From an optimization exercise on the open Yosys and OpenROAD flow, aimed at small area, a short achievable clock period and few clock cycles per item; shortcuts taken in it are not production practice.
The RTL was checked by simulation tests, not by an equivalence proof against the original design.

Design muldiv_ctrl, start of the top module:
module muldiv_ctrl (
  input  logic            clk,
  input  logic            resetn,
  input  logic            op_valid,
  input  logic [1:0]      mult,
  input  logic [1:0]      div,
  input  logic [1:0]      mfhl,
  input  logic [1:0]      mthl,
  input  logic [XLEN-1:0] src_a,
  input  logic [XLEN-1:0] src_b,
  input  logic            flush,
  output logic            stall,
  output logic            busy,
  output logic [XLEN-1:0] hi,
  output logic [XLEN-1:0] lo,
  output logic [XLEN-1:0] mf_data
);
Size: about 170 I/O pins.
clock: 10.0 ns
lec_check: 0
abc_area: 1
cap_margin: 10
core_margin: 2
core_utilization: 40
setup_slack_margin: 4
slew_margin: 10
standard.sh (not shown) runs the stock make flow with config.mk's settings and CLKGATE_MAP_FILE= SYNTH_SCRIPT=/design/flow/synth_recipe.tcl, a recipe that flattens the netlist after the stock synthesis.
==> flow/flow/run.sh <==
#!/bin/bash
# Layout: the standard flow (standard.sh), with two resizer settings changed:
# MATCH_CELL_FOOTPRINT=0 lets sizing pick any drive strength of a cell, and the
# port buffers are plain buffers (buf_2) instead of delay cells.  Every port
# still gets its buffer.  The full make output goes to standard_flow.log.
set -euo pipefail
bash standard.sh MATCH_CELL_FOOTPRINT=0 "BUFFER_PORTS_ARGS=-buffer_cell sky130_fd_sc_hd__buf_2" finish > standard_flow.log 2>&1
Testbench counts at the start, summed over its fixed seeds: cycles 13,744, items 4,800.
Rerun with:
- CAP_MARGIN: 10 -> 20
- SETUP_SLACK_MARGIN: 4 -> 4.25
- SLEW_MARGIN: 10 -> 20
Cell area is higher by 2.0%.
Die area is unchanged.
Sequential share of layout area went down by 0.39 points.
Wire length is higher by 2.0%.
Synthesized area is unchanged.
Flip-flop and latch count is unchanged.
Critical path depth came out lower by 5.
Rerun with:
- SETUP_SLACK_MARGIN: 4.25 -> 4
Routed wire length decreases by 2.1%.
Synthesized cell count does not change.
Non-clock buffer count fell by 5.
Register-to-register slack got worse by 100 ps.
Synthesized area stays the same.
Rerun with:
- SETUP_SLACK_MARGIN: 4 -> 3.75
Result: The changed run finished clean; cell area shrinks by 1.4%; cell count shrinks by about 0.5%; setup slack degrades by 220 ps; clock skew grows by 5.6 ps; clock-buffer cell count is unchanged; critical path depth grows by 3; global-route usage shrinks by 0.41 points; routed wire length shrinks by 1.1%; fmax shrinks by about 3.7%; core utilization shrinks by 0.62 points.

========
muldiv_ctrl, a different RTL version from the one above (not shown whole).
For scale: about 3,400 cells after synthesis, about 180 flip-flops, ~170 I/O pins.
// muldiv_ctrl
module muldiv_ctrl (
  input  logic            clk,
  input  logic            resetn,
  input  logic            op_valid,
  input  logic [1:0]      mult,
  input  logic [1:0]      div,
  input  logic [1:0]      mfhl,
  input  logic [1:0]      mthl,
  input  logic [XLEN-1:0] src_a,
  input  logic [XLEN-1:0] src_b,
  input  logic            flush,
  output logic            stall,
  output logic            busy,
  output logic [XLEN-1:0] hi,
  output logic [XLEN-1:0] lo,
  output logic [XLEN-1:0] mf_data
);
export LEC_CHECK = 0
export ABC_AREA = 1
export CAP_MARGIN = 20
export CORE_MARGIN = 2
export CORE_UTILIZATION = 40
export SETUP_SLACK_MARGIN = 4.25
export SLEW_MARGIN = 20
create_clock -name core_clock -period 10.0 [get_ports {clk}]
==> flow/flow/run.sh <==
#!/bin/bash
# Layout: the standard flow (standard.sh), with two resizer settings changed:
# MATCH_CELL_FOOTPRINT=0 lets sizing pick any drive strength of a cell, and the
# port buffers are plain buffers (buf_1) instead of delay cells.  Every port
# still gets its buffer.  The full make output goes to standard_flow.log.
set -euo pipefail
bash standard.sh MATCH_CELL_FOOTPRINT=0 "BUFFER_PORTS_ARGS=-buffer_cell sky130_fd_sc_hd__buf_1" finish > standard_flow.log 2>&1
The baseline passed the timing, DRC and antenna checks.
Testbench counts at the start, summed over its fixed seeds: cycles 13,461, items 4,800.
Next try:
==> flow/flow/run.sh (replaced) <==
#!/bin/bash
# Layout: the standard flow (standard.sh), with two resizer settings changed:
# MATCH_CELL_FOOTPRINT=0 lets sizing pick any drive strength of a cell, and the
# port buffers are plain buffers (buf_2) instead of delay cells.  Every port
# still gets its buffer.  The full make output goes to standard_flow.log.
set -euo pipefail
bash standard.sh MATCH_CELL_FOOTPRINT=0 "BUFFER_PORTS_ARGS=-buffer_cell sky130_fd_sc_hd__buf_2" finish > standard_flow.log 2>&1
Settings changed: CORE_UTILIZATION 40 to 50, SETUP_SLACK_MARGIN 4.25 to 4.
The new run finished clean.
Worst hold slack gets better by 0.0039 ns.
Clock-buffer cell count shrinks by 2.
Non-clock buffer count shrinks by 49.
Final cell count shrinks by 4.6%.
Via count grows by 3.2%.
Setup slack gets worse by 0.31 ns.
Global-route usage grows by 10 points.
Core utilization grows by 9.7 points.
Next try:
Settings changed: CORE_UTILIZATION 50 to 40.
The new run ran to the end with no violations.
Synthesized cell count does not change.
Critical path depth rises by 8.
Final cell count goes up by 3.7%.
Count of clock-buffer cells in the layout goes up by 2.
Die area rises by 25%.
Global-route usage fell by 9.2 points.
Next try:
Settings changed: SETUP_SLACK_MARGIN 4 to 3.5.
After rerunning:
- core utilization went down by 1.5 points
- via count went down by 1.4%
- synthesized area stays the same
- final area went down by 3.3%
- global-route usage went down by 0.60 points
- die area does not change
- clock skew went up by 0.0033 ns

port drivers added, routing unchanged:
In the flow no input, the clock included, has a driving cell. The finished layouts below were timed again as built, in two steps.
Step 1: set_driving_cell puts a clkbuf_16 on clk and a buf_2 on each other input, an assumption about the parent block.
Step 2 moves the port delays by t, midway between the first and last clock arrival at a register: inputs arrive t later, outputs are due t later. That takes back most of the time a late clock gives input paths.
Slacks: ideal ports / drivers / drivers and shift; pairs: ideal ports / drivers.
run | shift t [ns] | slack for setup (ns) | worst setup path at the end | clock arrival spread, ns
the first run of note 1 | 0.555 | 4.214 / 4.214 / 3.832 | input to register | 0.021 / 0.021
the second run of note 1 | 0.564 | 4.328 / 4.328 / 4.094 | input to register | 0.019 / 0.020
the third run of note 1 | 0.556 | 4.227 / 4.227 / 3.904 | input to register | 0.021 / 0.021
the fourth run of note 1 | 0.559 | 4.007 / 4.007 / 3.730 | input to register | 0.026 / 0.026
the first run of note 2 | 0.569 | 4.257 / 4.257 / 3.804 | input to register | 0.012 / 0.013
the second run of note 2 | 0.565 | 3.943 / 3.943 / 3.735 | input to register | 0.015 / 0.015
the third run of note 2 | 0.573 | 4.148 / 4.148 / 3.722 | input to register | 0.022 / 0.022
the fourth run of note 2 | 0.566 | 3.606 / 3.606 / 3.291 | input to register | 0.024 / 0.025
After both steps every run listed still meets setup and hold. For the first run of note 2, which loses most, drivers alone change the setup slack by 0.000 ns; drivers and shift together by -0.453 ns.
